This design comes from an exercise in tuning for small area on the open sky130 flow, not from production work.
Function was checked by simulation only, so behaviour that the tests miss may differ from the original.
Power is estimated from default activity; no workload was simulated.

[flow/run.sh]
#!/bin/bash
# synth_recipe.tcl (not shown) runs the flow's synth.tcl, then flattens the netlist and writes it again
# the make line also repeats each setting of config.mk as NAME=value (left out here)
make -C /OpenROAD-flow-scripts/flow DESIGN_CONFIG=/design/flow/config.mk WORK_HOME=/design/flow/orfs CLKGATE_MAP_FILE= SYNTH_SCRIPT=/design/flow/synth_recipe.tcl finish
[flow/config.mk]
export PLATFORM = sky130hd
export DESIGN_NAME = gshare_bht
export DESIGN_NICKNAME = gshare_bht
export VERILOG_FILES = /design/flow/design.v
export SDC_FILE = /design/flow/constraint.sdc
export NUM_CORES = 4
export LEC_CHECK = 0
export CAP_MARGIN = 20
export CORE_MARGIN = 2
export CORE_UTILIZATION = 35
export SLEW_MARGIN = 20
[flow/constraint.sdc]
create_clock -name core_clock -period 12.0 [get_ports {clk_i}]
set_input_delay 2.4000 -clock core_clock [delete_from_list [all_inputs] [get_ports {clk_i}]]
set_output_delay 2.4000 -clock core_clock [all_outputs]
set_load 0.01 [all_outputs]
[flow/design.v]
module gshare_bht #(
    parameter int unsigned NR_ENTRIES      = 1024,
    parameter int unsigned INSTR_PER_FETCH = 2,
    parameter int unsigned HIST_BITS       = 8,
    parameter int unsigned CTR_BITS        = 2,
    parameter int unsigned VLEN            = 64
) (
    input  logic                       clk_i,
    input  logic                       rst_ni,
    input  logic                       flush_i,
    input  logic                       debug_mode_i,
    input  logic [VLEN-1:0]            vpc_i,
    input  logic                       spec_valid_i,
    input  logic                       spec_taken_i,
    input  logic                       upd_valid_i,
    input  logic [VLEN-1:0]            upd_pc_i,
    input  logic                       upd_taken_i,
    input  logic                       upd_mispredict_i,
    input  logic [HIST_BITS-1:0]       upd_hist_i,
    output logic [INSTR_PER_FETCH-1:0] pred_valid_o,
    output logic [INSTR_PER_FETCH-1:0] pred_taken_o,
    output logic [HIST_BITS-1:0]       hist_o,
    output logic                       init_busy_o
);
    localparam int unsigned NR_ROWS   = NR_ENTRIES / INSTR_PER_FETCH;
    localparam int unsigned ROW_BITS  = $clog2(NR_ROWS);
    localparam int unsigned LANE_BITS = $clog2(INSTR_PER_FETCH);
    localparam int unsigned LANE_W    = (LANE_BITS > 0) ? LANE_BITS : 1;
    localparam int unsigned OFFSET    = 1;
    localparam int unsigned IDX_LSB   = OFFSET + LANE_BITS;
    localparam logic [ROW_BITS-1:0] LAST_ROW = ROW_BITS'(NR_ROWS - 1);
    localparam logic [CTR_BITS-1:0] CTR_MAX  = '1;
    localparam int unsigned ENTRY_W = 1 + CTR_BITS;
    typedef enum logic {
        SWEEP,
        IDLE
    } state_e;
    typedef struct packed {
        logic                valid;
        logic [CTR_BITS-1:0] ctr;
    } entry_t;
    localparam entry_t INIT_ENTRY = {1'b0, CTR_BITS'(1) << (CTR_BITS - 1)};
    state_e                     state_q, state_d;
    logic [ROW_BITS-1:0]        row_cnt_q, row_cnt_d;
    logic [HIST_BITS-1:0]       ghr_q, ghr_d;
    logic [ROW_BITS-1:0]        pred_row;
    logic [ROW_BITS-1:0]        upd_row;
    logic [LANE_W-1:0]          upd_lane;
    logic                       upd_en;
    entry_t                     upd_old;
    entry_t                     upd_new;
    logic [ROW_BITS-1:0]        wr_row;
    logic [INSTR_PER_FETCH-1:0] wr_mask;
    entry_t                     wr_entry;
    logic [ENTRY_W-1:0]         upd_row_data  [INSTR_PER_FETCH];
    logic [ENTRY_W-1:0]         pred_row_data [INSTR_PER_FETCH];
    entry_t                     pred_entry;
    logic unused_pc_bits;
    assign unused_pc_bits = ^{vpc_i[IDX_LSB-1:0], vpc_i[VLEN-1:IDX_LSB+ROW_BITS],
                              upd_pc_i[OFFSET-1:0], upd_pc_i[VLEN-1:IDX_LSB+ROW_BITS]};
    always_comb begin
        pred_row = vpc_i[IDX_LSB +: ROW_BITS];
        upd_row  = upd_pc_i[IDX_LSB +: ROW_BITS];
        pred_row = pred_row ^ ROW_BITS'(ghr_q);
        upd_row  = upd_row ^ ROW_BITS'(upd_hist_i);
        upd_lane = (LANE_BITS > 0) ? upd_pc_i[OFFSET +: LANE_W] : '0;
    end
    always_comb begin
        upd_old = upd_row_data[upd_lane];
        upd_en  = upd_valid_i && !debug_mode_i && (state_q == IDLE);
        upd_new = {1'b1, upd_old.ctr};
        if (upd_taken_i) begin
            if (upd_old.ctr != CTR_MAX) upd_new.ctr = upd_old.ctr + CTR_BITS'(1);
        end else begin
            if (upd_old.ctr != '0) upd_new.ctr = upd_old.ctr - CTR_BITS'(1);
        end
    end
    always_comb begin
        wr_row   = row_cnt_q;
        wr_mask  = '1;
        wr_entry = INIT_ENTRY;
        if (state_q == IDLE) begin
            wr_row            = upd_row;
            wr_entry          = upd_new;
            wr_mask           = '0;
            wr_mask[upd_lane] = upd_en;
        end
    end
    for (genvar l = 0; l < INSTR_PER_FETCH; l++) begin : g_lane
        logic [ENTRY_W-1:0] tbl_q [NR_ROWS];
        always_ff @(posedge clk_i) begin
            if (wr_mask[l]) tbl_q[wr_row] <= wr_entry;
        end
        assign upd_row_data[l]  = tbl_q[upd_row];
        assign pred_row_data[l] = tbl_q[pred_row];
    end
    always_ff @(posedge clk_i or negedge rst_ni) begin
        if (!rst_ni) begin
            state_q   <= SWEEP;
            row_cnt_q <= '0;
            ghr_q     <= '0;
        end else begin
            state_q   <= state_d;
            row_cnt_q <= row_cnt_d;
            ghr_q     <= ghr_d;
        end
    end
    always_comb begin
        state_d   = state_q;
        row_cnt_d = row_cnt_q;
        ghr_d     = ghr_q;
        unique case (state_q)
            SWEEP: begin
                row_cnt_d = row_cnt_q + ROW_BITS'(1);
                if (row_cnt_q == LAST_ROW) state_d = IDLE;
            end
            IDLE: begin
                if (!debug_mode_i) begin
                    if (upd_valid_i && upd_mispredict_i) begin
                        ghr_d = {upd_hist_i[HIST_BITS-2:0], upd_taken_i};
                    end else if (spec_valid_i) begin
                        ghr_d = {ghr_q[HIST_BITS-2:0], spec_taken_i};
                    end
                end
            end
            default: ;
        endcase
        if (flush_i) begin
            state_d   = SWEEP;
            row_cnt_d = '0;
            ghr_d     = '0;
        end
    end
    always_comb begin
        init_busy_o  = (state_q == SWEEP);
        hist_o       = ghr_q;
        pred_valid_o = '0;
        pred_taken_o = '0;
        pred_entry   = '0;
        for (int l = 0; l < INSTR_PER_FETCH; l++) begin
            pred_entry      = pred_row_data[l];
            pred_valid_o[l] = pred_entry.valid && (state_q == IDLE);
            pred_taken_o[l] = pred_entry.ctr[CTR_BITS-1];
        end
    end
endmodule
==> run summary <==
==> synthesized netlist by cell type, types with 2 or more instances <==
| cell type | number |
|---|---|
| mux4_2 | 648 |
| a21o_1 | 2 |
| a211oi_1 | 24 |
| nand4_1 | 9 |
| nand2_1 | 123 |
| nand2b_1 | 2 |
| and2_1 | 18 |
| inv_1 | 2 |
| nor4_1 | 128 |
| xor2_1 | 14 |
| nor2_1 | 1069 |
| nor3_1 | 2 |
| buf_2 | 81 |
| or3_1 | 3 |
| a311oi_1 | 16 |
| nor2b_1 | 3 |
| edfxtp_1 | 3072 |
| o21ai_0 | 37 |
| o21a_1 | 2 |
| or2_2 | 2 |
| o22ai_1 | 581 |
| mux2i_1 | 1059 |
| o21ai_1 | 3 |
| a22o_1 | 2 |
| a21oi_1 | 14 |
| a31oi_1 | 11 |
| mux2_2 | 3 |
| ha_1 | 2 |
| a32o_1 | 2 |
| nand3_1 | 24 |
| buf_1 | 110 |
| clkbuf_1 | 406 |
| xnor2_1 | 13 |
| o31ai_1 | 2 |
| dfrtp_1 | 18 |
==> flip-flops by register name, indices dropped and copies added (netlist names) <==
name,cells
row_cnt_q,9
state_q,1
ghr_q,8
g_lane.tbl_q,3072
==> worst paths after layout <==
kind	slack (ps)	cells past startpoint	startpoint	endpoint
worst min-delay path	590	2	row_cnt_q[6]	row_cnt_q[6]
min in group asynchronous	2060	1	rst_ni	ghr_q[7]
worst max register to register	6570	12	g_lane[0].tbl_q[269][1]	g_lane[1].tbl_q[23][1]
worst max-delay path	1880	9	vpc_i[2]	pred_taken_o[1]
worst min register to register	590	2	row_cnt_q[6]	row_cnt_q[6]
max in group asynchronous	9250	1	rst_ni	state_q
==> cell usage in the layout (no fill, tap or decap), types with 17 or more instances in the layout <==
cell / n
a211oi_1: 24
and2_1: 18
buf_12: 51
buf_4: 162
bufinv_16: 36
clkbuf_1: 51
clkbuf_16: 325
clkdlybuf4s50_1: 48
clkinv_1: 67
clkinv_2: 56
dfrtp_1: 17
edfxtp_1: 3072
mux2i_1: 1059
mux4_2: 648
nand2_1: 84
nand2_2: 39
nor2_1: 1068
nor4_1: 128
o21ai_0: 37
o22ai_1: 581
==> cells by family (layout without fill, tap and decap cells) <==
family | after synthesis | after routing
flip-flops | 3090 | 3090
other | 0 | 3
AND/OR/NAND/NOR | 1384 | 1384
multiplexers | 1710 | 1710
AO/OA/AOI/OAI | 699 | 699
buffers and inverters | 600 | 831
XOR/XNOR | 28 | 28
adder cells (fa/ha/maj) | 3 | 3
==> report_power, final <==
part / total [W] / internal (W) / switching, W
registers: 0.0117 / 0.0117 / 0.00000355
clock network: 0.00986 / 0.00574 / 0.00413
logic: 0.00175 / 0.000656 / 0.00109
total: 0.0233 / 0.0181 / 0.00522
==> through the flow <==
step	total power (W)	std cells	setup TNS, ps	hold slack [ps]
after floorplan	0.0130	7514	-6227270	527
after global placement	0.0137	12151	0	585
after detailed placement	0.0137	12151	0	582
after CTS	0.0234	12716	0	601
after global routing	0.0239	12718	0	635
final	0.0233	12720	0	594
==> layout make-up <==
cell class | instances | share of cell area, %
Antenna cell | 3 | 0.00508
Clock buffer | 377 | 5.64
Sequential cell | 3090 | 62.7
Timing Repair Buffer | 263 | 1.86
Inverter | 3 | 0.00762
Tap cell | 4972 | 4.21
Multi-Input combinational cell | 3824 | 24.3
Clock inverter | 188 | 1.26
==> worst max-delay path, stage by stage <==
cell,delay [ps]
clkdlybuf4s50_1,560
xor2_4,810
buf_4,710
mux4_2,620
mux4_2,530
mux4_2,560
mux4_2,570
mux2_2,380
clkdlybuf4s50_1,510
==> routing by layer <==
metal,GRT usage [%],share of wire (%)
met2,30.6,48
met4,5.50,3.0
met3,2.96,8.3
met5,0,0.011
met1,26.3,41
==> impl_metrics.csv <==
group,metric,value,unit
run_status,status,"complete, no violations",
global_route,antenna_found_initial,9,
synthesis,synth_seq_cells,3090,
synthesis,syn_inst,7514,
cts,clock_path_buffers,4,
sta,hold_violations,0,
job,cap_violations,0,
setup_path,cp_max_fo,31,
placed_design,dp_slack,1780,ps
sta,finClkSkew,47.2,ps
floorplanning,io-pin-count,158,
sta,maxSlewHeadroom,26.3,%
synthesis,syn_avg_cell_area,17.4,um2
floorplanning,initial_core_util,35.1,%
drt,avgRoutedWirePerCell,28.8,um
setup_path,worst_setup_path_start_kind,"input port",
sta,fmax,98.8,MHz
placed_design,routabilityCongestion,0.812,
synthesis,synth_area_leader_cell,"edfxtp_1",
cts,cts_buffers,319,
sta,slew_violations,0,
drt,drt_iter0_drc,8733,
cts,cts-htree-levels,5,
layout,nNetsFinal,7648,
drt,dr.pass1.iters,6,
floorplanning,core,372000,um2
synthesis,synthesis.nets,7661,
placed_design,port_buffers,48,
placed_design,placed_area,138000,um2
sta,setup_viol,0,
setup_path,arrival,7720,ps
synthesis,synth_fa_ha_area_share,0.0268,%
synthesis,synth_top_flop_cell,"edfxtp_1",
cts,clk_pin_slew,60,ps
layout,drive_gt1_share,17.9,%
setup_path,critPathKind,"input port to primary output",
floorplanning,rows,224,
cts,clock-sinks,3090,
floorplanning,die_h,615,um
synthesis,synthTopCellsByArea,"edfxtp_1 (71%), mux4_2 (11%), mux2i_1 (8.1%)",
synthesis,yosysSeqAreaShare,71.0,%
placed_design,hpwl,205000,um
synthesis,async_flop_share,0.583,%
layout,nFillCells,33144,
synthesis,synth_compound_area_share,3.37,%
layout,finalInstanceArea,148000,um2
cts,clock_latency,890,ps
synthesis,synthSimpleGateAreaFrac,4.32,%
global_route,grt_max_degree,254,
synthesis,synth_edf_count,3072,
sta,worstMarginPinSlew,1100,ps
drt,vias,72992,
drt,drc,0,
layout,multi_input_area,36000,um2
synthesis,yosysUniqueCellTypes,42,
power_and_ir_drop,leakage,47.8,nW
cts,cts_root_buf,"clkbuf_16",
synthesis,synth_mux_area_share,19.3,%
global_route,first_global_vias,73544,
setup_path,cp-end-kind,"primary output",
power_and_ir_drop,p_per_area,158,nW/um2
sta,fin_crit_sh,84.3,%
drt,ant_nets,0,
cts,tritoncts,"yes",
global_route,grtUsageTotal,18.9,%
hold_path,hold_path_class,"flop to flop",
synthesis,synth.top_cell.area_share,70.6,%
synthesis,synth_xor_area_share,0.194,%
floorplanning,dieArea,378000,um2
floorplanning,die_w,615,um
cts,ctsHoldBuffers,0,
layout,regArea,92700,um2
cts,cts_setup_buffers,0,
global_route,grt_pass1_wl,525000,um
sta,fin_crit,10120,ps
global_route,grt-ovfl-total,0,
sta,setup_slack,1880,ps
drt,viasPerCell,5.74,
sta,rsz0062_at_grt,"false",
synthesis,synth_top_family_by_area,"multiplexers",
layout,utilization,39.8,%
layout,syn_to_final_growth,13.2,%
cts,cts_resized,0,
synthesis,synth_area,131000,um2
power_and_ir_drop,vdd_drop_max,0.135,mV
drt,wirelength,367000,um
setup_path,required,9600,ps
synthesis,synth_warnings,3,

## port drivers added, routing unchanged
The flow's constraints put no driver on any port. The routed layout listed below was extracted and timed again, unchanged, in two steps. Step 1 sets driving cells, clkbuf_16 on the clock port and buf_2 on the other inputs (assumed; they add their load-dependent delay and slew). Step 2 times the ports against the registers' clock, not the clock port: input delays grow and output delays shrink by t, the midpoint of the rising clock arrivals with the driver on. Three values: ideal ports, drivers, drivers and shift; two values: the first two.
t (ns): 0.983
setup slack, ns: 1.882 / 1.854 / 1.854
hold WS [ns]: 0.594 / 0.594 / 0.594
worst slew at a driven data input, ns: 0.07
After both steps setup and hold are still met in this run. The setup slack of this run moves by -0.028 ns with the drivers and by -0.028 ns with both steps.
